This design comes from an exercise in tuning for small area and a short achievable clock period on the open sky130 flow, not from production work. RTL that was checked went through simulation tests only; none was proved equivalent to the original. For runs 1 to 3, only the layout was checked, not whether the RTL still works. Power figures rest on the tool's default switching activity, not on a simulated workload.

--- design/flow/design.v ---
package matrix_mul_pkg;
  localparam int N  = 4;
  localparam int DW = 4;
  localparam int OW = 16;
  typedef logic [DW-1:0] elem_t;
  typedef logic [OW-1:0] res_t;
  function automatic integer idx(input integer i, input integer j);
    idx = i * N + j;
  endfunction
endpackage
module matrix_mul_dot (
  input  logic        clk,
  input  logic [15:0] row_i,
  input  logic [15:0] col_i,
  output logic [9:0]  dot_o
);
  wire p1 = ~(row_i[0] & col_i[0]);
  wire p2 = ~(row_i[0] & col_i[1]);
  wire p3 = ~(row_i[0] & col_i[2]);
  wire p4 = ~(row_i[0] & col_i[3]);
  wire p5 = ~(row_i[1] & col_i[0]);
  wire p6 = ~(row_i[1] & col_i[1]);
  wire p7 = ~(row_i[1] & col_i[2]);
  wire p8 = ~(row_i[1] & col_i[3]);
  wire p9 = ~(row_i[2] & col_i[0]);
  wire p10 = ~(row_i[2] & col_i[1]);
  wire p11 = ~(row_i[2] & col_i[2]);
  wire p12 = ~(row_i[2] & col_i[3]);
  wire p13 = ~(row_i[3] & col_i[0]);
  wire p14 = ~(row_i[3] & col_i[1]);
  wire p15 = ~(row_i[3] & col_i[2]);
  wire p16 = ~(row_i[3] & col_i[3]);
  wire p17 = ~(row_i[4] & col_i[4]);
  wire p18 = ~(row_i[4] & col_i[5]);
  wire p19 = ~(row_i[4] & col_i[6]);
  wire p20 = ~(row_i[4] & col_i[7]);
  wire p21 = ~(row_i[5] & col_i[4]);
  wire p22 = ~(row_i[5] & col_i[5]);
  wire p23 = ~(row_i[5] & col_i[6]);
  wire p24 = ~(row_i[5] & col_i[7]);
  wire p25 = ~(row_i[6] & col_i[4]);
  wire p26 = ~(row_i[6] & col_i[5]);
  wire p27 = ~(row_i[6] & col_i[6]);
  wire p28 = ~(row_i[6] & col_i[7]);
  wire p29 = ~(row_i[7] & col_i[4]);
  wire p30 = ~(row_i[7] & col_i[5]);
  wire p31 = ~(row_i[7] & col_i[6]);
  wire p32 = ~(row_i[7] & col_i[7]);
  wire p33 = ~(row_i[8] & col_i[8]);
  wire p34 = ~(row_i[8] & col_i[9]);
  wire p35 = ~(row_i[8] & col_i[10]);
  wire p36 = ~(row_i[8] & col_i[11]);
  wire p37 = ~(row_i[9] & col_i[8]);
  wire p38 = ~(row_i[9] & col_i[9]);
  wire p39 = ~(row_i[9] & col_i[10]);
  wire p40 = ~(row_i[9] & col_i[11]);
  wire p41 = ~(row_i[10] & col_i[8]);
  wire p42 = ~(row_i[10] & col_i[9]);
  wire p43 = ~(row_i[10] & col_i[10]);
  wire p44 = ~(row_i[10] & col_i[11]);
  wire p45 = ~(row_i[11] & col_i[8]);
  wire p46 = ~(row_i[11] & col_i[9]);
  wire p47 = ~(row_i[11] & col_i[10]);
  wire p48 = ~(row_i[11] & col_i[11]);
  wire p49 = ~(row_i[12] & col_i[12]);
  wire p50 = ~(row_i[12] & col_i[13]);
  wire p51 = ~(row_i[12] & col_i[14]);
  wire p52 = ~(row_i[12] & col_i[15]);
  wire p53 = ~(row_i[13] & col_i[12]);
  wire p54 = ~(row_i[13] & col_i[13]);
  wire p55 = ~(row_i[13] & col_i[14]);
  wire p56 = ~(row_i[13] & col_i[15]);
  wire p57 = ~(row_i[14] & col_i[12]);
  wire p58 = ~(row_i[14] & col_i[13]);
  wire p59 = ~(row_i[14] & col_i[14]);
  wire p60 = ~(row_i[14] & col_i[15]);
  wire p61 = ~(row_i[15] & col_i[12]);
  wire p62 = ~(row_i[15] & col_i[13]);
  wire p63 = ~(row_i[15] & col_i[14]);
  wire p64 = ~(row_i[15] & col_i[15]);
  logic s65, c66;
  matrix_mul_fa u_s65 (.a(p1), .b(p17), .c(p33), .s(s65), .co(c66));
  logic s67, c68;
  matrix_mul_xnor2 u_s67 (.a(p49), .b(s65), .y(s67));
  matrix_mul_or2 u_c68 (.a(p49), .b(s65), .y(c68));
  logic s69, c70;
  matrix_mul_fa u_s69 (.a(p2), .b(p5), .c(p18), .s(s69), .co(c70));
  logic s71, c72;
  matrix_mul_fa u_s71 (.a(p21), .b(p34), .c(p37), .s(s71), .co(c72));
  logic s73, c74;
  matrix_mul_fa u_s73 (.a(p50), .b(p53), .c(c66), .s(s73), .co(c74));
  logic s75, c76;
  matrix_mul_fa u_s75 (.a(p3), .b(p6), .c(p9), .s(s75), .co(c76));
  logic s77, c78;
  matrix_mul_fa u_s77 (.a(p19), .b(p22), .c(p25), .s(s77), .co(c78));
  logic s79, c80;
  matrix_mul_fa u_s79 (.a(p35), .b(p38), .c(p41), .s(s79), .co(c80));
  logic s81, c82;
  matrix_mul_fa u_s81 (.a(p51), .b(p54), .c(p57), .s(s81), .co(c82));
  logic s83, c84;
  matrix_mul_fa u_s83 (.a(c70), .b(c72), .c(s75), .s(s83), .co(c84));
  logic s85, c86;
  matrix_mul_fa u_s85 (.a(s77), .b(s79), .c(s81), .s(s85), .co(c86));
  logic s87, c88;
  matrix_mul_fa u_s87 (.a(p4), .b(p7), .c(p10), .s(s87), .co(c88));
  logic s89, c90;
  matrix_mul_fa u_s89 (.a(p13), .b(p20), .c(p23), .s(s89), .co(c90));
  logic s91, c92;
  matrix_mul_fa u_s91 (.a(p26), .b(p29), .c(p36), .s(s91), .co(c92));
  logic s93, c94;
  matrix_mul_fa u_s93 (.a(p39), .b(p42), .c(p45), .s(s93), .co(c94));
  logic s95, c96;
  matrix_mul_fa u_s95 (.a(p52), .b(p55), .c(p58), .s(s95), .co(c96));
  logic s97, c98;
  matrix_mul_fa u_s97 (.a(p61), .b(c76), .c(c78), .s(s97), .co(c98));
  logic s99, c100;
  matrix_mul_fa u_s99 (.a(c80), .b(c82), .c(s87), .s(s99), .co(c100));
  logic s101, c102;
  matrix_mul_fa u_s101 (.a(s89), .b(s91), .c(s93), .s(s101), .co(c102));
  logic s103, c104;
  matrix_mul_fa u_s103 (.a(p8), .b(p11), .c(p14), .s(s103), .co(c104));
  logic s105, c106;
  matrix_mul_fa u_s105 (.a(p24), .b(p27), .c(p30), .s(s105), .co(c106));
  logic s107, c108;
  matrix_mul_fa u_s107 (.a(p40), .b(p43), .c(p46), .s(s107), .co(c108));
  logic s109, c110;
  matrix_mul_fa u_s109 (.a(p56), .b(p59), .c(p62), .s(s109), .co(c110));
  logic s111, c112;
  matrix_mul_fa u_s111 (.a(c88), .b(c90), .c(c92), .s(s111), .co(c112));
  logic s113, c114;
  matrix_mul_fa u_s113 (.a(c94), .b(c96), .c(s103), .s(s113), .co(c114));
  logic s115, c116;
  matrix_mul_fa u_s115 (.a(s105), .b(s107), .c(s109), .s(s115), .co(c116));
  logic s117, c118;
  matrix_mul_fa u_s117 (.a(p12), .b(p15), .c(p28), .s(s117), .co(c118));
  logic s119, c120;
  matrix_mul_fa u_s119 (.a(p31), .b(p44), .c(p47), .s(s119), .co(c120));
  logic s121, c122;
  matrix_mul_fa u_s121 (.a(p60), .b(p63), .c(c104), .s(s121), .co(c122));
  logic s123, c124;
  matrix_mul_fa u_s123 (.a(c106), .b(c108), .c(c110), .s(s123), .co(c124));
  logic s125, c126;
  matrix_mul_fa u_s125 (.a(p16), .b(p32), .c(p48), .s(s125), .co(c126));
  logic s127, c128;
  matrix_mul_fa u_s127 (.a(p64), .b(c118), .c(c120), .s(s127), .co(c128));
  logic s129, c130;
  matrix_mul_xnor2 u_s129 (.a(c126), .b(c128), .y(s129));
  matrix_mul_or2 u_c130 (.a(c126), .b(c128), .y(c130));
  logic r131;
  logic r132;
  logic r133;
  logic r134;
  logic r135;
  logic r136;
  logic r137;
  logic r138;
  logic r139;
  logic r140;
  logic r141;
  logic r142;
  logic r143;
  logic r144;
  logic r145;
  logic r146;
  logic r147;
  logic r148;
  logic r149;
  logic r150;
  logic r151;
  logic r152;
  logic r153;
  logic r154;
  logic r155;
  logic r156;
  logic r157;
  logic r158;
  logic r159;
  logic r160;
  logic r161;
  logic r162;
  logic r163;
  logic s164, c165;
  matrix_mul_fa u_s164 (.a(r132), .b(r133), .c(r134), .s(s164), .co(c165));
  logic s166, c167;
  matrix_mul_xnor2 u_s166 (.a(r135), .b(s164), .y(s166));
  matrix_mul_or2 u_c167 (.a(r135), .b(s164), .y(c167));
  logic s168, c169;
  matrix_mul_fa u_s168 (.a(r136), .b(r137), .c(r138), .s(s168), .co(c169));
  logic s170, c171;
  matrix_mul_fa u_s170 (.a(c165), .b(s168), .c(c167), .s(s170), .co(c171));
  logic s172, c173;
  matrix_mul_fa u_s172 (.a(r139), .b(r140), .c(r141), .s(s172), .co(c173));
  logic s174, c175;
  matrix_mul_fa u_s174 (.a(r142), .b(r143), .c(r144), .s(s174), .co(c175));
  logic s176, c177;
  matrix_mul_fa u_s176 (.a(c169), .b(s172), .c(s174), .s(s176), .co(c177));
  logic s178, c179;
  matrix_mul_xnor2 u_s178 (.a(s176), .b(c171), .y(s178));
  matrix_mul_or2 u_c179 (.a(s176), .b(c171), .y(c179));
  logic s180, c181;
  matrix_mul_fa u_s180 (.a(r145), .b(r146), .c(r147), .s(s180), .co(c181));
  logic s182, c183;
  matrix_mul_fa u_s182 (.a(r148), .b(r149), .c(r150), .s(s182), .co(c183));
  logic s184, c185;
  matrix_mul_fa u_s184 (.a(c173), .b(c175), .c(s180), .s(s184), .co(c185));
  logic s186, c187;
  matrix_mul_fa u_s186 (.a(s182), .b(c177), .c(s184), .s(s186), .co(c187));
  logic s188, c189;
  matrix_mul_xnor2 u_s188 (.a(c179), .b(s186), .y(s188));
  matrix_mul_or2 u_c189 (.a(c179), .b(s186), .y(c189));
  logic s190, c191;
  matrix_mul_fa u_s190 (.a(r151), .b(r152), .c(r153), .s(s190), .co(c191));
  logic s192, c193;
  matrix_mul_fa u_s192 (.a(r154), .b(r155), .c(r156), .s(s192), .co(c193));
  logic s194, c195;
  matrix_mul_fa u_s194 (.a(r157), .b(c181), .c(c183), .s(s194), .co(c195));
  logic s196, c197;
  matrix_mul_fa u_s196 (.a(s190), .b(s192), .c(c185), .s(s196), .co(c197));
  logic s198, c199;
  matrix_mul_fa u_s198 (.a(s194), .b(c187), .c(s196), .s(s198), .co(c199));
  logic s200, c201;
  matrix_mul_fa u_s200 (.a(r158), .b(r159), .c(r160), .s(s200), .co(c201));
  logic s202, c203;
  matrix_mul_fa u_s202 (.a(r161), .b(c191), .c(c193), .s(s202), .co(c203));
  logic s204, c205;
  matrix_mul_fa u_s204 (.a(s200), .b(c195), .c(s202), .s(s204), .co(c205));
  logic s206, c207;
  matrix_mul_fa u_s206 (.a(r162), .b(c201), .c(c203), .s(s206), .co(c207));
  logic s208, c209;
  matrix_mul_xnor2 u_s208 (.a(c205), .b(s206), .y(s208));
  matrix_mul_or2 u_c209 (.a(c205), .b(s206), .y(c209));
  logic r210;
  logic r211;
  logic r212;
  logic r213;
  logic r214;
  logic r215;
  logic r216;
  logic r217;
  logic r218;
  logic r219;
  logic r220;
  logic r221;
  logic r222;
  logic r223;
  logic s224, c225;
  matrix_mul_xnor2 u_s224 (.a(r215), .b(r216), .y(s224));
  matrix_mul_or2 u_c225 (.a(r215), .b(r216), .y(c225));
  logic s226, c227;
  matrix_mul_fa u_s226 (.a(r217), .b(r218), .c(r219), .s(s226), .co(c227));
  logic s228, c229;
  matrix_mul_xnor2 u_s228 (.a(c225), .b(s226), .y(s228));
  matrix_mul_or2 u_c229 (.a(c225), .b(s226), .y(c229));
  logic s230, c231;
  matrix_mul_fa u_s230 (.a(r220), .b(c227), .c(c229), .s(s230), .co(c231));
  logic s232, c233;
  matrix_mul_fa u_s232 (.a(r221), .b(r222), .c(r223), .s(s232), .co(c233));
  logic s234, c235;
  matrix_mul_xnor2 u_s234 (.a(s232), .b(c231), .y(s234));
  matrix_mul_or2 u_c235 (.a(s232), .b(c231), .y(c235));
  wire x236 = c233 ^ c235;
  assign dot_o[0] = ~r210;
  assign dot_o[1] = ~r211;
  assign dot_o[2] = ~r212;
  assign dot_o[3] = ~r213;
  assign dot_o[4] = ~r214;
  assign dot_o[5] = ~s224;
  assign dot_o[6] = ~s228;
  assign dot_o[7] = ~s230;
  assign dot_o[8] = ~s234;
  assign dot_o[9] = x236;
  always_ff @(posedge clk) begin
    r131 <= s67;
    r132 <= s69;
    r133 <= s71;
    r134 <= c68;
    r135 <= s73;
    r136 <= c74;
    r137 <= s83;
    r138 <= s85;
    r139 <= s95;
    r140 <= c84;
    r141 <= c86;
    r142 <= s97;
    r143 <= s99;
    r144 <= s101;
    r145 <= c98;
    r146 <= c100;
    r147 <= c102;
    r148 <= s111;
    r149 <= s113;
    r150 <= s115;
    r151 <= s117;
    r152 <= s119;
    r153 <= c112;
    r154 <= c114;
    r155 <= c116;
    r156 <= s121;
    r157 <= s123;
    r158 <= s125;
    r159 <= c122;
    r160 <= c124;
    r161 <= s127;
    r162 <= s129;
    r163 <= c130;
    r210 <= r131;
    r211 <= s166;
    r212 <= s170;
    r213 <= s178;
    r214 <= s188;
    r215 <= c189;
    r216 <= s198;
    r217 <= c197;
    r218 <= s204;
    r219 <= c199;
    r220 <= s208;
    r221 <= r163;
    r222 <= c207;
    r223 <= c209;
  end
endmodule
module matrix_mul_fa (input logic a, b, c, output logic s, co);
  assign s  = a ^ b ^ c;
  assign co = (a & b) | (a & c) | (b & c);
endmodule
module matrix_mul_ha (input logic a, b, output logic s, co);
  assign s  = a ^ b;
  assign co = a & b;
endmodule
module matrix_mul_xnor2 (input logic a, b, output logic y);
  assign y = ~(a ^ b);
endmodule
module matrix_mul_or2 (input logic a, b, output logic y);
  assign y = a | b;
endmodule
module matrix_mul
#(
  parameter int N  = matrix_mul_pkg::N,
  parameter int DW = matrix_mul_pkg::DW,
  parameter int OW = matrix_mul_pkg::OW
) (
  input  logic              clk,
  input  logic              rst_n,
  input  logic              in_valid,
  input  logic [N*N*DW-1:0] a_i,
  input  logic [N*N*DW-1:0] b_i,
  output logic              out_valid,
  output logic [N*N*OW-1:0] y_o
);
  localparam int MW = N * N * DW;
  localparam int RW = 10;   
  localparam int LAT = 3;
  logic [LAT-1:0] v_q;
  always_ff @(posedge clk or negedge rst_n) begin
    if (!rst_n) v_q <= '0;
    else        v_q <= {v_q[LAT-2:0], in_valid};
  end
  assign out_valid = v_q[LAT-1];
  logic [MW-1:0] a_q, b_q;
  assign a_q = a_i;
  assign b_q = b_i;
  for (genvar i = 0; i < N; i++) begin : g_row
    for (genvar j = 0; j < N; j++) begin : g_col
      logic [N*DW-1:0] col;
      logic [RW-1:0]   dot;
      logic [RW-1:0]   y_q;
      for (genvar k = 0; k < N; k++) begin : g_k
        assign col[k*DW +: DW] = b_q[(k*N+j)*DW +: DW];
      end
      matrix_mul_dot u_dot (.clk(clk), .row_i(a_q[i*N*DW +: N*DW]), .col_i(col), .dot_o(dot));
      always_ff @(posedge clk) y_q <= dot;
      assign y_o[(i*N+j)*OW +: OW] = {{(OW-RW){1'b0}}, y_q};
    end
  end
endmodule
--- design/flow/flow/run.sh ---
#!/bin/bash
# The standard layout (standard.sh), except that the port buffers that
# buffer_ports inserts are buf_4 instead of the default cell (a slow delay buffer).
# Each tool's full output goes to standard.log in this folder.
export BUFFER_PORTS_ARGS="-buffer_cell sky130_fd_sc_hd__buf_4"
bash standard.sh > standard.log 2>&1
--- design/flow/standard.sh ---
#!/bin/bash
# synth_recipe.tcl (not shown) runs the flow's synth.tcl, then flattens the netlist and writes it again
# the make line also repeats each setting of config.mk as NAME=value (left out here)
make -C /OpenROAD-flow-scripts/flow DESIGN_CONFIG=/design/flow/config.mk WORK_HOME=/design/flow/orfs CLKGATE_MAP_FILE= SYNTH_SCRIPT=/design/flow/synth_recipe.tcl "${@:-finish}"
--- design/flow/config.mk ---
export PLATFORM = sky130hd
export DESIGN_NAME = matrix_mul
export DESIGN_NICKNAME = matrix_mul
export VERILOG_FILES = /design/flow/design.v
export SDC_FILE = /design/flow/constraint.sdc
export NUM_CORES = 4
export LEC_CHECK = 0
export CAP_MARGIN = 20
export CORE_MARGIN = 2
export CORE_UTILIZATION = 40
export SETUP_SLACK_MARGIN = 3.15
export SLEW_MARGIN = 20
export SYNTH_HIERARCHICAL = 1
export SYNTH_MINIMUM_KEEP_SIZE = 0
--- design/flow/constraint.sdc ---
create_clock -name core_clock -period 5.5 [get_ports {clk}]
set_input_delay 1.1000 -clock core_clock [delete_from_list [all_inputs] [get_ports {clk}]]
set_output_delay 1.1000 -clock core_clock [all_outputs]
set_load 0.01 [all_outputs]
==> results of run 1 <==
through the flow:
| stage | cells | setup WS (ps) |
|---|---|---|
| 6_report | 5214 | 3140 |
| 5_1_grt | 5213 | 3100 |
| 4_1_cts | 5213 | 3120 |
| 3_5_place_dp | 5025 | 2730 |
| 3_3_place_gp | 5025 | 2750 |
| 2_1_floorplan | 3443 | 3190 |
worst min-delay path by stage:
stage | to | slack (ps) | from | cells past startpoint
3_5_place_dp | g_row[2].g_col[1].u_dot.r210 | 310 | g_row[2].g_col[1].u_dot.r131 | 0
4_1_cts | v_q[1] | 150 | rst_n | 1
5_1_grt | v_q[0] | 170 | rst_n | 1
6_report | v_q[1] | 210 | rst_n | 1
2_1_floorplan | g_row[0].g_col[0].u_dot.r210 | 310 | g_row[0].g_col[0].u_dot.r131 | 0
3_3_place_gp | g_row[0].g_col[0].u_dot.r210 | 310 | g_row[0].g_col[0].u_dot.r131 | 0
Yosys stat by module (local to each module, per instance):
module | copies in the design | flip-flops and latches
matrix_mul_xnor2 | 144 | 0
matrix_mul_or2 | 144 | 0
matrix_mul_dot | 16 | 47
matrix_mul | 1 | 163
matrix_mul_fa | 848 | 0
synthesized netlist by cell type, drive strengths merged:
master  instances  share of area (%)
conb            1             0.0088
or2           144                2.1
fa            848                 40
dfrtp           3               0.18
xnor2         144                2.9
nand2        1024                9.0
xor2           16               0.33
dfxtp         912                 43
inv           144                1.3
buf           112                2.0
placed cells by master (no fill, tap or decap), drive strengths merged:
master    instances
buf             291
bufinv           13
clkbuf          141
clkinv           21
clkinvlp          6
conb             96
dfrtp             3
dfxtp           912
diode             1
fa              848
inv             151
nand2          1024
or2             144
xnor2           144
xor2             16
per-layer routing:
metal	global-route usage, %	part of all wire [%]	up-vias
met5	0	0	-
met4	6.98	2.8	0
met3	6.05	10	224
met2	35.2	45	1360
met1	30.8	42	13157
li1	-	-	10579
what timing repair did:
action                                 CTS  global route
cloned                                   0             0
pin swaps                                2             0
setup endpoints to repair                5            12
gates resized for setup                  6            15
endpoints found under the hold margin    0             0
worst max-delay path: cells and delay by family, from the launching register on:
kind                     cells  cell delay [ps]
adder cells (fa/ha/maj)      4             1890
flip-flops                   1              310
cell type report:
cell class	instances	area (µm²)	share of cell area [%]
Timing Repair Buffer	291	2180	4.37
Antenna cell	1	2.50	0.00501
Clock inverter	47	636	1.27
Inverter	144	541	1.08
Multi-Input combinational cell	2272	23600	47.2
Clock buffer	141	2950	5.91
Sequential cell	915	18300	36.7
Tap cell	1403	1760	3.51
power by group through the flow:
stage	logic [W]	clock network, W	registers, W
after floorplan	0.00519	0	0.00981
after global placement	0.00868	0	0.00976
after detailed placement	0.00880	0	0.00978
after CTS	0.00888	0.00741	0.00966
after global routing	0.00995	0.00767	0.00982
final	0.00875	0.00723	0.00961
cell families (layout without fill, tap and decap cells):
kind of cell,count (synthesis),count (layout),share of synthesized area (%)
and+or+nand+nor,1168,1168,11.1
DFF,915,915,42.8
adders and majority gates,848,848,39.6
xor gates and xnor gates,160,160,3.27
other,1,97,0.00875
buffers and inverters,256,623,3.22
==> run summary, run 1 <==
The via count came out at 25,320. The depth of the most critical reg-to-reg path came out at 4. The maximum fanout encountered on the critical timing path is 1. The remaining antenna violation count after routing is 0. The first detailed-routing pass took 5 iterations.

The final setup skew came out at 33.3 ps. The routed design has 121,000 µm of wire. For this design, the slowest cell found on the critical path is sky130_fd_sc_hd__fa_1.

The root buffer cell chosen for the clock tree is sky130_fd_sc_hd__clkbuf_16. The count of mapped cells out of synthesis is 3,348. The critical path goes through fa_1, fa_2, fa_2, fa_1.

Clock-pin slew was measured on the worst setup and hold paths at 60 ps. The most flop-heavy register is g_row.g_col.y_q. Setup repair after global routing could not meet its margin everywhere. The clock reaches the later pin of the worst-skew pair after 690 ps. The proportion of power drawn by the clock network came out at 28.2%. The worst hold margin came out at 207 ps. The fraction of power spent switching nets is 32.7%.

The power after layout came out at 0.0256 W. The number of sinks handled by clock tree synthesis is 915. For this run, design rule violations remaining after detail routing come to 0. The total congestion overflow came out at 0. The number of antenna violations at the first check in global routing is 6. Across the run, the number of max-cap violations was 0.

The internal power is 0.0172 W. The final-report setup violation count came out at 0. The worst path arrival time came out at 2890 ps. In the finished design, the share of the clock period the worst path needs comes to 43.0%. The global router's overall resource usage came out at 22.6%.

The min-delay analysis places its worst path in the category in -> async. For this design the static power due to leakage is 19.3 nW. The register-to-register setup slack came out at 3140 ps. The last weighted congestion value of the routability-driven placer is 0.794. The row count came out at 120. The flip-flop and latch count after synthesis is 915. The die covers 0.110 mm².

The fill cell instance count of the final layout is 9,672. The measured slew at the worst slew-check pin came out at 529 ps. TritonCTS built the clock tree.

The final hold violation count is 0. In this run the critical register-to-register path is captured at g_row[0].g_col[3].u_dot.r216. The number of buffers added on ports came out at 291. 388 I/O pins were placed. The number of flip-flops in the largest register is 160. The average via count per standard cell came out at 4.86.

The cts-stage hold buffer count is 0. The max-slew violation count came out at 0. The post-route netlist has 13.1% of its cells at a drive strength greater than 1.

The sequential-to-total area share from yosys stat came out at 42.8%. In this run the worst setup path terminates at g_row[0].g_col[3].u_dot.r216. The clock tree synthesis step divided the H-tree into 3 levels. The type of element launching the critical path is a flip-flop. From synthesis to final layout, the design area changed by 16.7%. The number of violations reported at the end of detailed-routing iteration 0 is 1,913. Based on the critical path, the design can be clocked at up to 423 MHz.

The design area came out at 0.0500 mm². The max-slew headroom at the worst pin is 64.5%. The clock passes through at most 3 buffers.

The placement-stage cell area came out at 0.0463 mm². The worst setup path is of the reg -> reg kind. The worst setup path is captured at a flip-flop. The sum of negative setup slack is 0 ps. The critical path required time came out at 6030 ps. The number of global-route vias before repair is 28,341. The largest net degree at the start of global routing is 17.

The total power divided by cell area came out at 512 mW/mm². Counting distinct cell types in the post-synthesis netlist gives 10. The HPWL reported at the end of detailed placement came out at 83,400 µm. The worst register-to-register path begins at g_row[0].g_col[3].u_dot.r147. From left edge to right edge, the die measures 331 µm.

Measured along the y axis, the die boundary spans 331 µm. The number of clock buffers inserted by TritonCTS is 103. The number of warnings reported in the yosys synthesis log came out at 8.

The analysis attributes to net switching a power of 0.00836 W. The share of the core filled with cells in the final layout is 46.9%. After detailed routing, the average wire length per cell comes to 23.1 µm. The final layout net count is 4,706. The clock period could shrink to 2360 ps. The post-synthesis average cell area came out at 12.8 µm². For this configuration, the core starts out at a cell density of 40.2%. The setup fix buffers added after clock tree synthesis came out at 0. The run finished with no timing, DRC or antenna violations.

The biggest cell delay along the critical path is 580 ps. The floorplan step defined a core boundary enclosing 0.107 mm². The sequential share of power came out at 37.6%.

The global-route wire length before repair is 181,000 µm. The worst-case vdd ir drop is 319 µV. The mapped netlist covers 0.0428 mm². The fraction of power consumed by combinational cells is 34.2%. The critical path starts at g_row[0].g_col[3].u_dot.r147.
==> inputs of run 2 (changes only) <==
--- a/design/flow/config.mk
+++ b/design/flow/config.mk
@@ -8,7 +8,7 @@
 export CAP_MARGIN = 20
 export CORE_MARGIN = 2
 export CORE_UTILIZATION = 40
-export SETUP_SLACK_MARGIN = 3.15
+export SETUP_SLACK_MARGIN = 3.25
 export SLEW_MARGIN = 20
 export SYNTH_HIERARCHICAL = 1
 export SYNTH_MINIMUM_KEEP_SIZE = 0
==> run 2 against run 1 <==
Compared with the run above: area after synthesis is the same; final area grew 0.71%; setup slack gained 76 ps; fmax grew 3.3%; via count shrank 1.8%; sequential cell count is the same; still clean; cell count shrank 0.15%.
==> run summary, run 2 <==
The CTS tree is built. The final hold violation count came out at 0. Derived from the worst setup path, the maximum achievable clock frequency is 437 MHz. The final setup skew is 28.7 ps. The remaining antenna violation count after routing is 0. The first-pass detailed-route iteration total came out at 5. The most flop-heavy register is g_row.g_col.y_q. The flip-flop and latch count after synthesis is 915.

In this design, the largest share of critical-path delay is due to adder cells. The critical path start-end classification is reg -> reg. The number of buffers and inverters on the critical path is 0.

Averaged over all synthesized cells, the footprint is 12.8 µm². The largest net degree at the start of global routing came out at 17. The time the worst path needs with I/O delays and setup came out at 2290 ps. The worst register-to-register path ends at g_row[1].g_col[1].u_dot.r216.

Synthesis instantiated 10 different standard cells from the library. The library cell used most frequently in the layout, excluding fill and tap cells, is sky130_fd_sc_hd__nand2_1. The total congestion overflow is 0. The number of antenna violations at the first check in global routing is 3. The placement-stage cell area is 0.0464 mm². Counting every sink on the clock net gives 915. The count of mapped cells out of synthesis is 3,348. The top-level I/O count is 388.

The max-slew headroom at the worst pin came out at 56.6%. The number of warnings reported in the yosys synthesis log came out at 8. The horizontal extent of the die is 331 µm. The post-synth design cell area came out at 0.0428 mm². From synthesis to final layout, the design area changed by 17.5%. Data arrives at the worst endpoint at 2900 ps.

The share of flip-flops with an asynchronous set or reset came out at 0.328%. The routed wire length came out at 110,000 µm. In the post-synthesis netlist, the cell with the most instances is sky130_fd_sc_hd__nand2_1. Max-cap violations in this run came to 0. The library cells used most frequently in the layout, excluding fill and tap cells, are sky130_fd_sc_hd__nand2_1 (1,024), sky130_fd_sc_hd__dfxtp_1 (845), sky130_fd_sc_hd__fa_1 (756). The cell leakage power came out at 19.3 nW. The fill cell instance count of the final layout is 9,527.

The die height came out at 331 µm. The final layout contains 4,703 nets. The wire-length estimate of the detail-placed layout is 78,900 µm. After detailed routing, the number of vias per cell comes to 4.77. The floorplan die area is 0.110 mm². The most frequent cell on the critical path is sky130_fd_sc_hd__fa_2. The fraction of final layout cells with drive strength greater than 1 is 16.1%. In the finished design, the share of the clock period the worst path needs comes to 41.6%. The number of flip-flops in the largest register is 160. After synthesis, the most frequently instantiated cells are sky130_fd_sc_hd__nand2_1 (1,024), sky130_fd_sc_hd__dfxtp_1 (912), sky130_fd_sc_hd__fa_1 (848). Setup violations remaining at the end of the flow were counted as 0. The first global-routing pass estimated 169,000 µm of wire. The row count is 120.

For this design, the CTS-stage hold fixing added 0 buffers. The mean routed wirelength per cell came out at 21.1 µm. The design area came out at 0.0503 mm². The later-pin clock latency in the skew report came out at 690 ps.

In the routed design, unresolved DRC markers number 0. The most instantiated flip-flop cell in the synthesis netlist is sky130_fd_sc_hd__dfxtp_1. Across all register-to-register paths, the minimum setup slack is 3210 ps. The number of H-tree levels is 3. The initial utilization of the core area, before any placement, comes to 40.2%. Across every metal layer, demand over resource in global routing totals 20.6%.

The sequential-to-total area share from yosys stat came out at 42.8%. The via count is 24,857. The deepest clock path buffer count came out at 3. The worst hold margin is 192 ps. The number of synthesized flops with an enable pin came out at 0. The signal on the critical path passes through fa_1, fa_2, fa_2, fa_2.

Clock-pin slew was measured on the worst setup and hold paths at 60 ps. The last weighted congestion value of the routability-driven placer came out at 0.805. The synthesized design devotes to its leading area cell type 42.6% of total area.

The number of setup buffers added after CTS is 0. The number of buffers added on ports is 291. The number of violations reported at the end of detailed-routing iteration 0 is 1,416. The worst setup path is launched from a flip-flop. In this design, the stage delay of the slowest critical-path cell is 570 ps. After synthesis, the cell types taking the most area are sky130_fd_sc_hd__dfxtp_1 (43%), sky130_fd_sc_hd__fa_1 (40%), sky130_fd_sc_hd__nand2_1 (9.0%).

The run finished with no timing, DRC or antenna violations. The worst-case vdd ir drop came out at 262 µV. The depth of the most critical reg-to-reg path came out at 4.

The worst flop-to-flop path startpoint is g_row[1].g_col[1].u_dot.r145. The sort of element at the end of the critical path is a flip-flop. The cell type with the highest aggregate area in the netlist is sky130_fd_sc_hd__dfxtp_1. The max-slew violation count was 0.

The measured slew at the worst slew-check pin is 646 ps. The critical path's slowest cell is sky130_fd_sc_hd__fa_1. The clock tree root driver cell is sky130_fd_sc_hd__clkbuf_16. Of all nets on the critical path, the largest fanout is 1.

The number of clock buffers inserted by TritonCTS is 100. The worst hold path belongs to the class in -> async. The placeable core region is 0.107 mm². STA puts the critical path data required time at 6120 ps. The number of global-route vias before repair is 27,894.

Setup repair after global routing could not meet its margin everywhere. In this run the power density over the cells is 503 mW/mm². In the final timing run, aggregate negative setup slack is 0 ps.
## run 2: cell counts after synthesis
No cell type changed its count.
## run 2: cells by family after synthesis
kind of cell | after synthesis | share of synthesized area, %
xor+xnor | 160 | 3.27
fa+ha+maj | 848 | 39.6
buf+inv | 256 | 3.22
other cells | 1 | 0.00875
flops | 915 | 42.8
simple gates | 1168 | 11.1
## run 2: worst max-delay path by stage
stage / startpoint / to / slack (ps) / cells after the start
2_1_floorplan: b_i[18] / g_row[0].g_col[0].u_dot.r138 / 3250 / 3
3_3_place_gp: b_i[30] / g_row[2].g_col[3].u_dot.r138 / 2800 / 4
3_5_place_dp: b_i[30] / g_row[2].g_col[3].u_dot.r138 / 2770 / 4
4_1_cts: v_q[2] / out_valid / 3180 / 1
5_1_grt: g_row[1].g_col[1].u_dot.r145 / g_row[1].g_col[1].u_dot.r216 / 3170 / 4
6_report: g_row[1].g_col[1].u_dot.r145 / g_row[1].g_col[1].u_dot.r216 / 3210 / 4
## run 2: timing repair
action                                 CTS  global route
endpoints found under the hold margin    0             0
gates resized for setup                168            28
setup endpoints to repair               89            55
pin swaps                                3             8
cloned                                   0             0
## run 2: through the flow
step           worst slack (ps)  util (%)  std cells  total power (W)
2_1_floorplan              3250         -       3443           0.0150
6_report                   3210      47.2       5206           0.0253
3_3_place_gp               2800      43.5       5025           0.0181
4_1_cts                    3180      47.1       5205           0.0257
5_1_grt                    3170      47.2       5205           0.0272
3_5_place_dp               2770      43.5       5025           0.0183
## run 2: final cells by class
cell class,instances,area [µm²],area share [%]
Sequential cell,915,18400,36.6
Clock buffer,141,2870,5.70
Inverter,144,541,1.07
Clock inverter,39,524,1.04
Timing Repair Buffer,291,2450,4.88
Antenna cell,1,2.50,0.00497
Multi-Input combinational cell,2272,23800,47.2
Tap cell,1403,1760,3.49
## run 2: worst reg2reg max path, stage by stage (launching register included)
cell	delay (ps)
sky130_fd_sc_hd__dfxtp_2	320
sky130_fd_sc_hd__fa_1	570
sky130_fd_sc_hd__fa_2	450
sky130_fd_sc_hd__fa_2	360
sky130_fd_sc_hd__fa_2	530
## run 2: report_power, final
| part | internal, W | switching, W |
|---|---|---|
| registers | 0.00880 | 0.000948 |
| clock network | 0.00414 | 0.00276 |
| logic | 0.00431 | 0.00438 |
## run 2: metal layers
metal  GRT usage, %  part of all wire (%)  vias to the layer above
met5              0                0.0064                        -
met4           7.07                   2.9                        2
met3           3.58                   7.0                      221
met2           35.0                    50                     1011
met1           26.7                    40                    13068
li1               -                     -                    10555
## run 2: modules after synthesis (local to each module, per instance)
module	flops+latches	times used	cells
matrix_mul	163	1	260
matrix_mul_dot	47	16	122
matrix_mul_fa	0	848	1
matrix_mul_xnor2	0	144	1
matrix_mul_or2	0	144	1
==> inputs of run 3 (changes only) <==
==> design/flow/flow/run.sh (replaced) <==
#!/bin/bash
# The standard layout (standard.sh), except that the port buffers that
# buffer_ports inserts are buf_2 instead of the default cell (a slow delay buffer).
# Each tool's full output goes to standard.log in this folder.
export BUFFER_PORTS_ARGS="-buffer_cell sky130_fd_sc_hd__buf_2"
bash standard.sh > standard.log 2>&1
--- a/design/flow/config.mk
+++ b/design/flow/config.mk
@@ -8,7 +8,7 @@
 export CAP_MARGIN = 20
 export CORE_MARGIN = 2
 export CORE_UTILIZATION = 40
-export SETUP_SLACK_MARGIN = 3.25
+export SETUP_SLACK_MARGIN = 3.15
 export SLEW_MARGIN = 20
 export SYNTH_HIERARCHICAL = 1
 export SYNTH_MINIMUM_KEEP_SIZE = 0
==> run 3 against run 2 <==
Compared with the run above: die area did not move; still clean; fmax fell by 2.0%; total power is 1.0% higher; sequential share of layout area up 0.55 points; first-iteration DRC count increased by 19%; synthesized cell count unchanged; critical endpoint is now g_row[2].g_col[1].u_dot.r216.
==> run summary, run 3 <==
The row count is 120. Power comes to 0.0256 W. At the worst endpoint, the arrival time is 2890 ps.

The top-level I/O count is 388. The max-slew headroom at the worst pin came out at 54.3%. The final hold violation count is 0.

The path type of the worst min-delay path is in -> async. The share of the core filled with cells in the final layout is 46.3%. Grouping stages by cell kind, the critical path spends the most delay in adder cells. The clock slew at the register clock pins of the worst setup and hold paths came out at 60 ps. The number of global-route vias before repair came to 28,933. The region available for standard cell placement spans 0.107 mm². The biggest area contributor in the post-synthesis netlist is sky130_fd_sc_hd__dfxtp_1. The first-pass detailed-route iteration total is 6. Registers take 0.0183 mm². The area of combinational cells with multiple inputs came out at 0.0236 mm². Counting stages on the worst path, the most repeated cell is sky130_fd_sc_hd__fa_1.

Net switching is 33.4% of the power. The area growth from synthesis to final layout came out at 15.2%. The number of H-tree levels came out at 3.

The cts-stage hold buffer count is 0. The top cell types in the final layout, fill and taps aside, are sky130_fd_sc_hd__nand2_1 (1,024), sky130_fd_sc_hd__dfxtp_1 (905), sky130_fd_sc_hd__fa_1 (814). The number of sinks handled by clock tree synthesis is 915.

The sequential share of power came out at 37.5%. On the critical path, the stage with the largest delay is an instance of sky130_fd_sc_hd__fa_1. The worst path buffer plus inverter count came out at 0.

The global-route wire length before repair is 187,000 µm. The starting utilization of the core area is 40.2%. The number of antenna violations at the first check in global routing came to 11. The last weighted congestion value of the routability-driven placer came out at 0.832. The proportion of power drawn by the clock network is 28.6%.

Detailed routing inserted a total of 25,597 vias. The worst setup path is of the reg -> reg kind. Setup repair after global routing could not meet its margin everywhere. The number of clock buffers inserted by TritonCTS came out at 101. The maximum fanout encountered on the critical timing path is 1.

The flip-flop and latch count after synthesis is 915. The floorplan die area came out at 0.110 mm². The share of flip-flops with an asynchronous set or reset came out at 0.328%. The register with the most flip-flops in the layout has 160 of them.

The clock tree root driver cell is sky130_fd_sc_hd__clkbuf_16. After synthesis, the cell types taking the most area are sky130_fd_sc_hd__dfxtp_1 (43%), sky130_fd_sc_hd__fa_1 (40%), sky130_fd_sc_hd__nand2_1 (9.0%). After clock tree synthesis, the setup repair step added 0 buffers. The internal power is 0.0170 W. The count of nets left with antenna violations once routing finished came out at 0.

The worst setup path is captured at a flip-flop. The CTS tree is built. For this run, the leading register cell type out of synthesis is sky130_fd_sc_hd__dfxtp_1. The final-report setup violation count is 0. More flip-flops sit in one register than any other, and that register is g_row.g_col.y_q.

The worst setup path is launched from a flip-flop. The number of warnings reported in the yosys synthesis log is 8. After synthesis, the largest area contributor takes up 42.6% of total cell area. The biggest cell delay along the critical path is 530 ps.

The sum of negative setup slack came out at 0 ps. The routed design could run at a clock period as short as 2330 ps. Static timing analysis puts the maximum clock frequency at 428 MHz. The count of mapped cells out of synthesis is 3,348. For this run, design rule violations remaining after detail routing come to 0. The deepest clock path buffer count is 3. The critical path required time came out at 6060 ps.

The global router's overall resource usage is 23.3%. The most common library cell in the layout ignoring fill and taps is sky130_fd_sc_hd__nand2_1. The fill cell instance count of the final layout came out at 9,650. For this design the ratio of total power to cell area is 519 mW/mm². The number of synthesized flops with an enable pin is 0. The max-slew violation count is 0.

In the final routed layout, each cell accounts on average for 23.8 µm. The count of buffers added on input and output ports is 291. The die height came out at 331 µm. The finished cells cover 0.0493 mm².

The flow ran to the end and the layout has no timing, DRC or antenna violations. Dividing the final minimum period by the clock period gives 42.4%. The sequential-to-total area share from yosys stat came out at 42.8%. For the pin with the worst max-slew slack, the measured transition is 685 ps. The max-capacitance violation count came out at 0. The HPWL reported at the end of detailed placement is 85,700 µm. The post-synthesis average cell area came out at 12.8 µm². The critical path goes through fa_1, fa_2, fa_1, fa_1. The later-pin clock latency in the skew report came out at 680 ps. The final setup skew came out at 25.7 ps. The final layout net count came out at 4,704. The number of violations reported at the end of detailed-routing iteration 0 is 1,680.

The total congestion overflow came out at 0. The horizontal extent of the die is 331 µm. The netlist uses 10 different library cells. The routed wire length is 124,000 µm. After detailed routing, the number of vias per cell comes to 4.91. By count the netlist is led by sky130_fd_sc_hd__nand2_1 (1,024), sky130_fd_sc_hd__dfxtp_1 (912), sky130_fd_sc_hd__fa_1 (848). The placement-stage cell area is 0.0456 mm². The net switching power is 0.00856 W.

Yosys instantiated no cell more often than sky130_fd_sc_hd__nand2_1. The fraction of final layout cells with drive strength greater than 1 came out at 13.5%. The fraction of power consumed by combinational cells came out at 33.9%.

The worst-case vdd ir drop came out at 380 µV. The post-synth design cell area is 0.0428 mm². The cell leakage power came out at 19.1 nW. The largest net degree at the start of global routing is 17.
run 3: through the flow:
stage / hold slack (ps) / setup slack (ps) / cells
3_5_place_dp: 313 / 2520 / 5025
5_1_grt: 199 / 3090 / 5215
4_1_cts: 173 / 3150 / 5214
3_3_place_gp: 314 / 2520 / 5025
2_1_floorplan: 310 / 3190 / 3443
6_report: 224 / 3170 / 5218
run 3: final timing paths:
| path | slack, ps | endpoint | start | cells after the start |
|---|---|---|---|---|
| setup / recovery | 3170 | g_row[2].g_col[1].u_dot.r216 | g_row[2].g_col[1].u_dot.r145 | 4 |
| hold / removal | 220 | v_q[0] | rst_n | 1 |
| setup reg to reg | 3170 | g_row[2].g_col[1].u_dot.r216 | g_row[2].g_col[1].u_dot.r145 | 4 |
| hold reg to reg | 330 | g_row[0].g_col[3].u_dot.r210 | g_row[0].g_col[3].u_dot.r131 | 0 |
| max in group asynchronous | 5170 | v_q[2] | rst_n | 1 |
| min in group core_clock | 330 | g_row[0].g_col[3].u_dot.r210 | g_row[0].g_col[3].u_dot.r131 | 0 |
run 3: logic make-up (layout without fill, tap and decap cells):
| group | count (synthesis) | count (layout) | synth area share (%) |
|---|---|---|---|
| and+or+nand+nor | 1168 | 1168 | 11.1 |
| DFF | 915 | 915 | 42.8 |
| adders and majority gates | 848 | 848 | 39.6 |
| buffers and inverters | 256 | 624 | 3.22 |
| xor gates and xnor gates | 160 | 160 | 3.27 |
| other | 1 | 100 | 0.00875 |
run 3: per-module statistics from Yosys, one instance, submodules excluded:
module            times used  cells inside  flops+latches  area, µm²
matrix_mul                 1           260            163       4000
matrix_mul_dot            16           122             47       1230
matrix_mul_fa            848             1              0       20.0
matrix_mul_xnor2         144             1              0       8.76
matrix_mul_or2           144             1              0       6.26
run 3: power by group through the flow:
stage | combinational (W) | clock [W] | sequential (W)
4_1_cts | 0.00878 | 0.00748 | 0.00965
2_1_floorplan | 0.00519 | 0 | 0.00981
3_3_place_gp | 0.00857 | 0 | 0.00976
6_report | 0.00869 | 0.00731 | 0.00961
5_1_grt | 0.00991 | 0.00776 | 0.00982
3_5_place_dp | 0.00867 | 0 | 0.00978
run 3: routing by layer:
metal	vias to the layer above	GRT usage [%]	wire length (µm)
met4	10	7.59	3900
li1	10583	-	-
met5	-	0	68
met1	13396	31.5	52000
met3	259	6.14	11600
met2	1349	36.8	56600
run 3: cell type report:
type	count	area share, %
inverters	144	1.10
flip-flops and latches	915	37.2
multi-input cells	2272	47.8
well taps	1403	3.56
clock inverters	60	1.57
clock buffers	129	5.77
repair buffers	291	2.97
diodes	4	0.0203
run 3: worst register-to-register path, stage by stage (launching register included):
cell and delay, ps:
sky130_fd_sc_hd__dfxtp_2 320, sky130_fd_sc_hd__fa_1 510, sky130_fd_sc_hd__fa_2 440, sky130_fd_sc_hd__fa_1 530, sky130_fd_sc_hd__fa_1 410
run 3: repair_timing:
item,in CTS,in global routing
resized for setup,11,22
pin swaps,1,3
gates cloned,0,0
setup endpoints to repair,11,20
==> inputs of run 4 (changes only) <==
--- a/design/flow/design.v
+++ b/design/flow/design.v
@@ -244,19 +244,19 @@
   logic r222;
   logic r223;
   logic s224, c225;
-  matrix_mul_xnor2 u_s224 (.a(r215), .b(r216), .y(s224));
+  matrix_mul_xor2 u_s224 (.a(r215), .b(r216), .y(s224));
   matrix_mul_or2 u_c225 (.a(r215), .b(r216), .y(c225));
   logic s226, c227;
   matrix_mul_fa u_s226 (.a(r217), .b(r218), .c(r219), .s(s226), .co(c227));
   logic s228, c229;
-  matrix_mul_xnor2 u_s228 (.a(c225), .b(s226), .y(s228));
+  matrix_mul_xor2 u_s228 (.a(c225), .b(s226), .y(s228));
   matrix_mul_or2 u_c229 (.a(c225), .b(s226), .y(c229));
   logic s230, c231;
   matrix_mul_fa u_s230 (.a(r220), .b(c227), .c(c229), .s(s230), .co(c231));
   logic s232, c233;
   matrix_mul_fa u_s232 (.a(r221), .b(r222), .c(r223), .s(s232), .co(c233));
   logic s234, c235;
-  matrix_mul_xnor2 u_s234 (.a(s232), .b(c231), .y(s234));
+  matrix_mul_xor2 u_s234 (.a(s232), .b(c231), .y(s234));
   matrix_mul_or2 u_c235 (.a(s232), .b(c231), .y(c235));
   wire x236 = c233 ^ c235;
   assign dot_o[0] = ~r210;
@@ -264,10 +264,10 @@
   assign dot_o[2] = ~r212;
   assign dot_o[3] = ~r213;
   assign dot_o[4] = ~r214;
-  assign dot_o[5] = ~s224;
-  assign dot_o[6] = ~s228;
+  assign dot_o[5] = s224;
+  assign dot_o[6] = s228;
   assign dot_o[7] = ~s230;
-  assign dot_o[8] = ~s234;
+  assign dot_o[8] = s234;
   assign dot_o[9] = x236;
   always_ff @(posedge clk) begin
     r131 <= s67;
@@ -330,6 +330,9 @@
 module matrix_mul_xnor2 (input logic a, b, output logic y);
   assign y = ~(a ^ b);
 endmodule
+module matrix_mul_xor2 (input logic a, b, output logic y);
+  assign y = a ^ b;
+endmodule
 module matrix_mul_or2 (input logic a, b, output logic y);
   assign y = a | b;
 endmodule
==> design/flow/flow/run.sh (replaced) <==
#!/bin/bash
# The standard layout (standard.sh), except that the port buffers that
# buffer_ports inserts are buf_4 instead of the default cell (a slow delay buffer).
# Each tool's full output goes to standard.log in this folder.
export BUFFER_PORTS_ARGS="-buffer_cell sky130_fd_sc_hd__buf_4"
bash standard.sh > standard.log 2>&1
--- a/design/flow/config.mk
+++ b/design/flow/config.mk
@@ -8,7 +8,9 @@
 export CAP_MARGIN = 20
 export CORE_MARGIN = 2
 export CORE_UTILIZATION = 40
-export SETUP_SLACK_MARGIN = 3.15
+export CTS_CLUSTER_DIAMETER = 100
+export CTS_CLUSTER_SIZE = 30
+export SETUP_SLACK_MARGIN = 3.25
 export SLEW_MARGIN = 20
 export SYNTH_HIERARCHICAL = 1
 export SYNTH_MINIMUM_KEEP_SIZE = 0
==> run 4 against run 3 <==
Compared with the run above: fmax barely moved; core utilization down 1.6 points; global-route usage decreased by 2.5 points; critical path depth unchanged; non-clock buffer count unchanged; critical endpoint is now g_row[2].g_col[0].u_dot.r216; highest routed layer unchanged.
==> run summary, run 4 <==
The run finished with no timing, DRC or antenna violations. The worst setup path is of the reg -> reg kind. In the post-synthesis netlist, the biggest area contributors are sky130_fd_sc_hd__dfxtp_1 (42%), sky130_fd_sc_hd__fa_1 (39%), sky130_fd_sc_hd__nand2_1 (8.9%). The setup fix buffers added after clock tree synthesis is 0. The first-pass detailed-route iteration total is 7. The internal power is 0.0144 W. Sorting the synthesized cells by how often they occur yields sky130_fd_sc_hd__nand2_1 (1,024), sky130_fd_sc_hd__dfxtp_1 (912), sky130_fd_sc_hd__fa_1 (848). The number of flip-flops in the largest register came out at 160. The remaining antenna violation count after routing is 0. The worst path arrival time came out at 2910 ps. The final layout net count is 4,595.

The placeable core region came out at 0.107 mm². The CTS tree is built. STA classifies the critical path endpoint as a flip-flop. The later pin in the worst-skew pair is clocked with a latency of 630 ps. Max-cap violations in this run came to 0.

Summed over its instances, the top area cell type makes up 42.4% of the synthesized netlist area. At the pin with the least slew margin, the transition time is 609 ps. The worst slack after detailed placement came out at 2780 ps. STA classifies the critical path startpoint as a flip-flop. In this run the deepest clock path goes through 3 buffers. The max-slew violation count was 0.

CTS placed an instance of sky130_fd_sc_hd__clkbuf_16 at the clock tree root. Routability-driven placement finished with a final weighted congestion of 0.836. The fraction of final layout cells with drive strength greater than 1 is 13.3%. The clock slew at the register clock pins of the worst setup and hold paths came out at 110 ps. The average via count per standard cell is 4.90. In this run the static leakage power is 17.9 nW. The die height is 332 µm. The global-route wire length before repair is 169,000 µm.

The post-synth design cell area is 0.0430 mm². The time the worst path needs with I/O delays and setup came out at 2330 ps. The sequential share of power is 44.2%. The starting utilization of the core area came out at 40.2%.

Across all register-to-register paths, the minimum setup slack is 3170 ps. The cell type with the highest aggregate area in the netlist is sky130_fd_sc_hd__dfxtp_1. The routed wire length is 113,000 µm. The most common library cell in the layout ignoring fill and taps is sky130_fd_sc_hd__nand2_1. At the end of the flow the core is filled with cells to 44.7%. The worst-case vdd ir drop came out at 274 µV. After the first detailed-routing iteration, the DRC count stood at 1,889. The number of global-route vias before repair is 27,295. Setup repair after global routing could not meet its margin everywhere.

The cell count after synthesis came out at 3,348. The cts-stage hold buffer count is 0. The final setup skew is 26.1 ps. The horizontal extent of the die is 332 µm. The HPWL reported at the end of detailed placement came out at 79,500 µm. The share of flip-flops with an asynchronous set or reset came out at 0.328%. The global router's overall resource usage is 20.9%. The area growth from synthesis to final layout is 11.1%. The most critical setup path has its startpoint at g_row[2].g_col[0].u_dot.r147. The number of H-tree levels came out at 2.

The worst hold margin came out at 243 ps. The number of library cell types mapped by synthesis is 10. In this run, the clock network consumes 17.3% of the power. The total congestion overflow came out at 0. For the worst setup path, the data required time is 6070 ps.

The fraction of power consumed by combinational cells came out at 38.5%. The total power divided by cell area is 456 mW/mm². The sequential-to-total area share from yosys stat came out at 42.6%.

The worst pin sits at a relative slew slack of 59.3%. The number of buffers added on ports came out at 291. The peak clock frequency supported by timing is 428 MHz. The path type of the worst min-delay path is in -> async. The final-report setup violation count came out at 0. The post-route fraction of the period consumed by the critical path is 42.4%. The net switching power is 0.00742 W. The largest net degree at the start of global routing came out at 32.

The floorplan die area is 0.110 mm². In the layout the commonest cells are sky130_fd_sc_hd__nand2_1 (1,024), sky130_fd_sc_hd__dfxtp_1 (875), sky130_fd_sc_hd__fa_1 (757). The via count is 24,710. In this run the worst path has a maximum fanout of 1. The register with the most flip-flops in the final layout is g_row.g_col.y_q. The row count is 120. Among all cell types in the netlist, the one instantiated most often is sky130_fd_sc_hd__nand2_1. The worst path meets setup with 3170 ps of slack. The flip-flop and latch count after synthesis is 915. The Yosys step of the flow raised 8 warnings. The sum of negative setup slack is 0 ps. The final hold violation count came out at 0. The fraction of power spent switching nets is 34.1%. The mean routed wirelength per cell is 22.4 µm. Averaged over all synthesized cells, the footprint is 12.8 µm². For this run, design rule violations remaining after detail routing come to 0.

The number of synthesized flops with an enable pin is 0. During I/O placement, the number of pins put on the boundary was 388. For this run, the leading register cell type out of synthesis is sky130_fd_sc_hd__dfxtp_1.

The number of sinks handled by clock tree synthesis came out at 915. The worst register-to-register path begins at g_row[2].g_col[0].u_dot.r147. The number of clock buffers inserted by TritonCTS is 40. The number of antenna violations at the first check in global routing is 10.
run 4: cell types whose count changed in the layout (fill, tap and decap cells not counted), moves of 20 or more:
cell,previous run,this run
sky130_fd_sc_hd__dfxtp_2,7,32
sky130_fd_sc_hd__buf_2,287,0
sky130_fd_sc_hd__buf_4,0,274
sky130_fd_sc_hd__xor2_1,15,63
sky130_fd_sc_hd__xnor2_1,142,94
sky130_fd_sc_hd__clkbuf_16,105,41
sky130_fd_sc_hd__fa_1,814,757
sky130_fd_sc_hd__inv_1,144,96
sky130_fd_sc_hd__clkinv_2,22,2
sky130_fd_sc_hd__fa_2,34,91
sky130_fd_sc_hd__dfxtp_1,905,875
run 4: metal layers:
metal  vias up  share of wire (%)  GRT usage, %  wire length, µm
li1      10280                  -             -                -
met1     12978                 39          27.3            44100
met2      1215                 47          34.0            53600
met3       227                 10          5.95            11800
met4        10                2.9          5.94             3240
met5         -              0.056             0               63
run 4: final cells by class:
| type | instances | area [µm²] |
|---|---|---|
| diodes | 3 | 7.51 |
| clock buffers | 45 | 1060 |
| clock inverters | 16 | 218 |
| fillers | 9710 | 59100 |
| inverters | 96 | 360 |
| multi-input cells | 2272 | 23700 |
| flip-flops and latches | 915 | 18400 |
| well taps | 1403 | 1760 |
| repair buffers | 291 | 2250 |
run 4: path summary, 6_finish.rpt:
check / end / cells past startpoint
worst max-delay path: g_row[2].g_col[0].u_dot.r216 / 4
worst min-delay path: v_q[1] / 1
worst max register to register: g_row[2].g_col[0].u_dot.r216 / 4
worst min register to register: g_row[0].g_col[3].u_dot.r210 / 0
max in group asynchronous: v_q[2] / 1
min in group core_clock: g_row[0].g_col[3].u_dot.r210 / 0
run 4: cell families after synthesis:
kind of cell | share of synthesized area (%)
simple gates | 11.0
other cells | 0.00872
fa+ha+maj | 39.5
buf+inv | 3.63
xor+xnor | 3.26
flops | 42.6
run 4: power by group through the flow:
stage | Combinational (W) | Sequential [W] | Clock (W)
6_report | 0.00838 | 0.00962 | 0.00377
5_1_grt | 0.00960 | 0.00984 | 0.00415
4_1_cts | 0.00855 | 0.00965 | 0.00394
3_5_place_dp | 0.00832 | 0.00977 | 0
3_3_place_gp | 0.00815 | 0.00975 | 0
2_1_floorplan | 0.00549 | 0.00981 | 0
run 4: stage by stage:
step           instance area [µm²]  total power (W)  instances
3_5_place_dp                 46200           0.0181       4977
2_1_floorplan                43500           0.0153       3443
6_report                     47800           0.0218       5041
4_1_cts                      47700           0.0221       5038
3_3_place_gp                 46200           0.0179       4977
5_1_grt                      47800           0.0236       5038
run 4: timing repair:
| item | CTS | global route |
|---|---|---|
| endpoints found under the hold margin | 0 | 0 |
| endpoints found under the setup margin | 43 | 46 |
| gates resized for setup | 67 | 40 |
| gates cloned | 0 | 0 |
| pin swaps | 4 | 15 |
run 4: modules after synthesis (local to each module, per instance):
module / flops+latches / area [µm²] / copies in the design
matrix_mul_or2: 0 / 6.26 / 144
matrix_mul: 163 / 4000 / 1
matrix_mul_xor2: 0 / 8.76 / 48
matrix_mul_xnor2: 0 / 8.76 / 96
matrix_mul_dot: 47 / 1240 / 16
matrix_mul_fa: 0 / 20.0 / 848
run 4: worst max-delay path, stage by stage (launching register included):
cell	delay (ps)
sky130_fd_sc_hd__dfxtp_2	350
sky130_fd_sc_hd__fa_2	600
sky130_fd_sc_hd__fa_2	440
sky130_fd_sc_hd__fa_2	370
sky130_fd_sc_hd__fa_2	520
==> inputs of run 5 (changes only) <==
--- a/design/flow/config.mk
+++ b/design/flow/config.mk
@@ -8,8 +8,6 @@
 export CAP_MARGIN = 20
 export CORE_MARGIN = 2
 export CORE_UTILIZATION = 40
-export CTS_CLUSTER_DIAMETER = 100
-export CTS_CLUSTER_SIZE = 30
 export SETUP_SLACK_MARGIN = 3.25
 export SLEW_MARGIN = 20
 export SYNTH_HIERARCHICAL = 1
==> run 5 against run 4 <==
Compared with the run above: synthesized cell count stayed put; setup slack better by 3.4 ps; global-route usage is 0.47 points higher; via count is 2.4% higher; die area stayed put; critical path type unchanged; still clean; area after synthesis stayed put; routed wire length is 1.6% higher; highest routed layer unchanged; clock skew is 6.5 ps higher.
==> run summary, run 5 <==
The flow ran to the end and the layout has no timing, DRC or antenna violations. The measured slew at the worst slew-check pin is 664 ps. The most common cell in the synthesized netlist is sky130_fd_sc_hd__nand2_1.

The time the worst path needs with I/O delays and setup is 2330 ps. The final setup skew is 32.6 ps. The total congestion overflow came out at 0.

The critical path is of the reg -> reg type. Setup repair after global routing could not meet its margin everywhere. In this run the cell area of the synthesized design comes to 0.0430 mm².

The final hold violation count was 0. More flip-flops sit in one register than any other, and that register is g_row.g_col.y_q. Yosys attributes the largest share of cell area to sky130_fd_sc_hd__dfxtp_1 (42%), sky130_fd_sc_hd__fa_1 (39%), sky130_fd_sc_hd__nand2_1 (8.9%). STA classifies the critical path startpoint as a flip-flop. The clock passes through at most 3 buffers. The register with the most flip-flops in the layout has 160 of them. For this run, design rule violations remaining after detail routing come to 0. The via count is 25,297.

Dividing the detail-routed wire length by the instance count gives 22.2 µm. TritonCTS built the clock tree. The number of H-tree levels is 3.

The most critical setup path has its startpoint at g_row[2].g_col[0].u_dot.r147. The floorplan die area is 0.110 mm². Across the VDD grid, the largest voltage drop is 345 µV.

Entering global routing, the biggest net connects 17 pins. The placeable core region is 0.107 mm². For this run, the leading register cell type out of synthesis is sky130_fd_sc_hd__dfxtp_1. The first-pass detailed-route iteration total came out at 5.

Setup violations remaining at the end of the flow were counted as 0. The total power divided by cell area is 505 mW/mm². By count the netlist is led by sky130_fd_sc_hd__nand2_1 (1,024), sky130_fd_sc_hd__dfxtp_1 (912), sky130_fd_sc_hd__fa_1 (848). The global router's overall resource usage came out at 21.3%. The register-to-register setup slack is 3170 ps. The cts-stage hold buffer count is 0. The biggest area contributor in the post-synthesis netlist is sky130_fd_sc_hd__dfxtp_1. The post-synthesis average cell area came out at 12.8 µm². The count of mapped cells out of synthesis is 3,348. In this run the remaining antenna-violating nets after routing total 0. The number of antenna violations at the first check in global routing came out at 9. After clock tree synthesis, the clock-pin slew on the worst setup and hold paths is 60 ps. The number of clock buffers inserted by TritonCTS came out at 102.

The share of the core filled with cells in the final layout is 47.2%. Port buffering added 291 buffers. The critical path required time is 6120 ps. From left edge to right edge, the die measures 332 µm. In the final design database the tool counted 4,657 nets.

In the layout the commonest cells are sky130_fd_sc_hd__nand2_1 (1,024), sky130_fd_sc_hd__dfxtp_1 (808), sky130_fd_sc_hd__fa_1 (761). Derived from the worst setup path, the maximum achievable clock frequency is 429 MHz. The number of sinks handled by clock tree synthesis is 915. The HPWL reported at the end of detailed placement is 79,500 µm.

Measured along the y axis, the die boundary spans 332 µm. The global-route wire length before repair is 173,000 µm. The max-slew headroom at the worst pin is 55.6%. The flip-flop and latch count after synthesis is 915.

The cell sitting at the root of the clock tree is a sky130_fd_sc_hd__clkbuf_16. The max-capacitance violation count is 0. After detailed routing, the number of vias per cell comes to 4.90. The worst path arrival time came out at 2960 ps. The starting utilization of the core area is 40.2%. For this block, the initial DRC count from the detailed router was 1,827.

The library cell used most frequently in the layout, excluding fill and tap cells, is sky130_fd_sc_hd__nand2_1. The worst flop-to-flop path startpoint is g_row[2].g_col[0].u_dot.r147. The sum of negative setup slack is 0 ps. The number of global-route vias before repair is 28,173. The reg-to-reg critical path endpoint is g_row[2].g_col[0].u_dot.r216. At the end of routability-driven placement, the weighted congestion stood at 0.836. The number of warnings reported in the yosys synthesis log came out at 8. The synthesized design contains 0 enable-type register cells. The maximum fanout encountered on the critical timing path is 1. The area growth from synthesis to final layout came out at 17.4%.

The cell leakage power came out at 19.1 nW. The synthesized netlist contains 10 unique library cells. The top-level I/O count came out at 388. The max-slew violation count came out at 0.

The fraction of final layout cells with drive strength greater than 1 is 17.6%. The later-pin clock latency in the skew report came out at 690 ps. The sequential-to-total area share from yosys stat is 42.6%. For the worst flop-to-flop path, the logic depth is 4. The post-route fraction of the period consumed by the critical path came out at 42.4%. The routed wire length came out at 115,000 µm.

The sort of element at the end of the critical path is a flip-flop. In this run the worst setup path terminates at g_row[2].g_col[0].u_dot.r216. The min-delay analysis places its worst path in the category in -> async. The share of flip-flops with an asynchronous set or reset is 0.328%. In this run the core area contains 120 standard-cell rows. The share of the synthesized area in the top cell type is 42.4%.
run 5: cell count changes in the layout (fill, tap and decap cells not counted), moves of 9 or more:
| cell | before | now |
|---|---|---|
| sky130_fd_sc_hd__buf_4 | 274 | 184 |
| sky130_fd_sc_hd__buf_6 | 17 | 107 |
| sky130_fd_sc_hd__dfxtp_1 | 875 | 808 |
| sky130_fd_sc_hd__dfxtp_2 | 32 | 99 |
| sky130_fd_sc_hd__clkbuf_16 | 41 | 103 |
| sky130_fd_sc_hd__clkbuf_8 | 2 | 25 |
| sky130_fd_sc_hd__clkinv_2 | 2 | 22 |
| sky130_fd_sc_hd__bufinv_16 | 2 | 13 |
| sky130_fd_sc_hd__clkbuf_1 | 2 | 11 |
run 5: worst max-delay path, cell delays in order (launching register included):
cell and delay, ps:
sky130_fd_sc_hd__dfxtp_1 320, sky130_fd_sc_hd__fa_1 600, sky130_fd_sc_hd__fa_2 460, sky130_fd_sc_hd__fa_2 360
sky130_fd_sc_hd__fa_2 530
run 5: how the worst min path moves through the flow:
stage | endpoint | cells past startpoint
3_5_place_dp | g_row[1].g_col[0].u_dot.r210 | 0
4_1_cts | v_q[2] | 1
6_report | v_q[1] | 1
3_3_place_gp | g_row[1].g_col[1].u_dot.r210 | 0
5_1_grt | v_q[2] | 1
2_1_floorplan | g_row[0].g_col[0].u_dot.r210 | 0
run 5: metal layers:
metal	up-vias	share of wire [%]	track usage, %	routed length, µm
li1	10491	-	-	-
met1	13219	39	27.1	44400
met2	1316	47	34.4	54000
met3	261	11	6.93	12700
met4	10	3.1	7.25	3590
met5	-	0.051	0	59
run 5: layout make-up:
type                    count  area, µm²
flip-flops and latches    915      18500
multi-input cells        2272      23700
inverters                  96        360
diodes                      4       10.0
clock inverters            46        603
well taps                1403       1760
repair buffers            291       2590
fillers                  9455      56400
clock buffers             139       2960
run 5: where the power goes:
part	total, W	switching [W]	internal, W
Clock	0.00717	0.00280	0.00437
Sequential	0.00975	0.000932	0.00882
Combinational	0.00858	0.00434	0.00424
Total	0.0255	0.00807	0.0174
run 5: cells by family after synthesis:
logic type	Yosys count	synth area share (%)
fa+ha+maj	848	39.5
flops	915	42.6
simple gates	1168	11.0
xor+xnor	160	3.26
other cells	1	0.00872
buf+inv	256	3.63
run 5: through the flow:
step	instance area, µm²	hold WS [ps]	cells	setup WS, ps	power, W
final	50500	196	5166	3170	0.0255
after global routing	50500	167	5162	3140	0.0274
after CTS	50400	147	5162	3180	0.0259
after detailed placement	46200	312	4977	2780	0.0181
after global placement	46200	311	4977	2790	0.0179
after floorplan	43500	310	3443	3250	0.0153
run 5: modules after synthesis, one instance, submodules excluded:
module	flip-flops and latches	cells	area, µm²	times used
matrix_mul_or2	0	1	6.26	144
matrix_mul_fa	0	1	20.0	848
matrix_mul	163	260	4000	1
matrix_mul_xnor2	0	1	8.76	96
matrix_mul_dot	47	122	1240	16
matrix_mul_xor2	0	1	8.76	48
run 5: timing repair:
item | CTS | global route
setup buffers | 0 | 0
gates resized for setup | 227 | 33
cloned | 0 | 0
pin swaps | 6 | 15
setup endpoints to repair | 127 | 80

afterwards: timing with drivers on the ports:
Ports are ideal in the flow. The routed layouts listed here were re-timed in OpenROAD.
Step 1 assumes that a clkbuf_16 drives the clock port and a buf_2 every other input.
Step 2, shift: input delay + t, output delay - t, t = (earliest + latest rising clock arrival at the registers) / 2. This alone moves slack from input paths to output paths.
a / b / c = no drivers / after step 1 / after step 2; a / b = the first two.
| run | shift t [ns] | setup slack, ns | cell pins on the clock port's net |
|---|---|---|---|
| run 1 | 0.744 | 3.137 / 3.135 / 2.683 | 1 |
| run 2 | 0.744 | 3.213 / 3.150 / 2.747 | 1 |
| run 3 | 0.738 | 3.166 / 3.131 / 2.470 | 1 |
| run 4 | 0.681 | 3.166 / 3.166 / 2.728 | 1 |
| run 5 | 0.736 | 3.169 / 3.164 / 2.689 | 1 |
After both steps setup and hold are still met in every run listed. For run 3, which loses most, drivers alone change the setup slack by -0.035 ns; drivers and shift together by -0.696 ns.
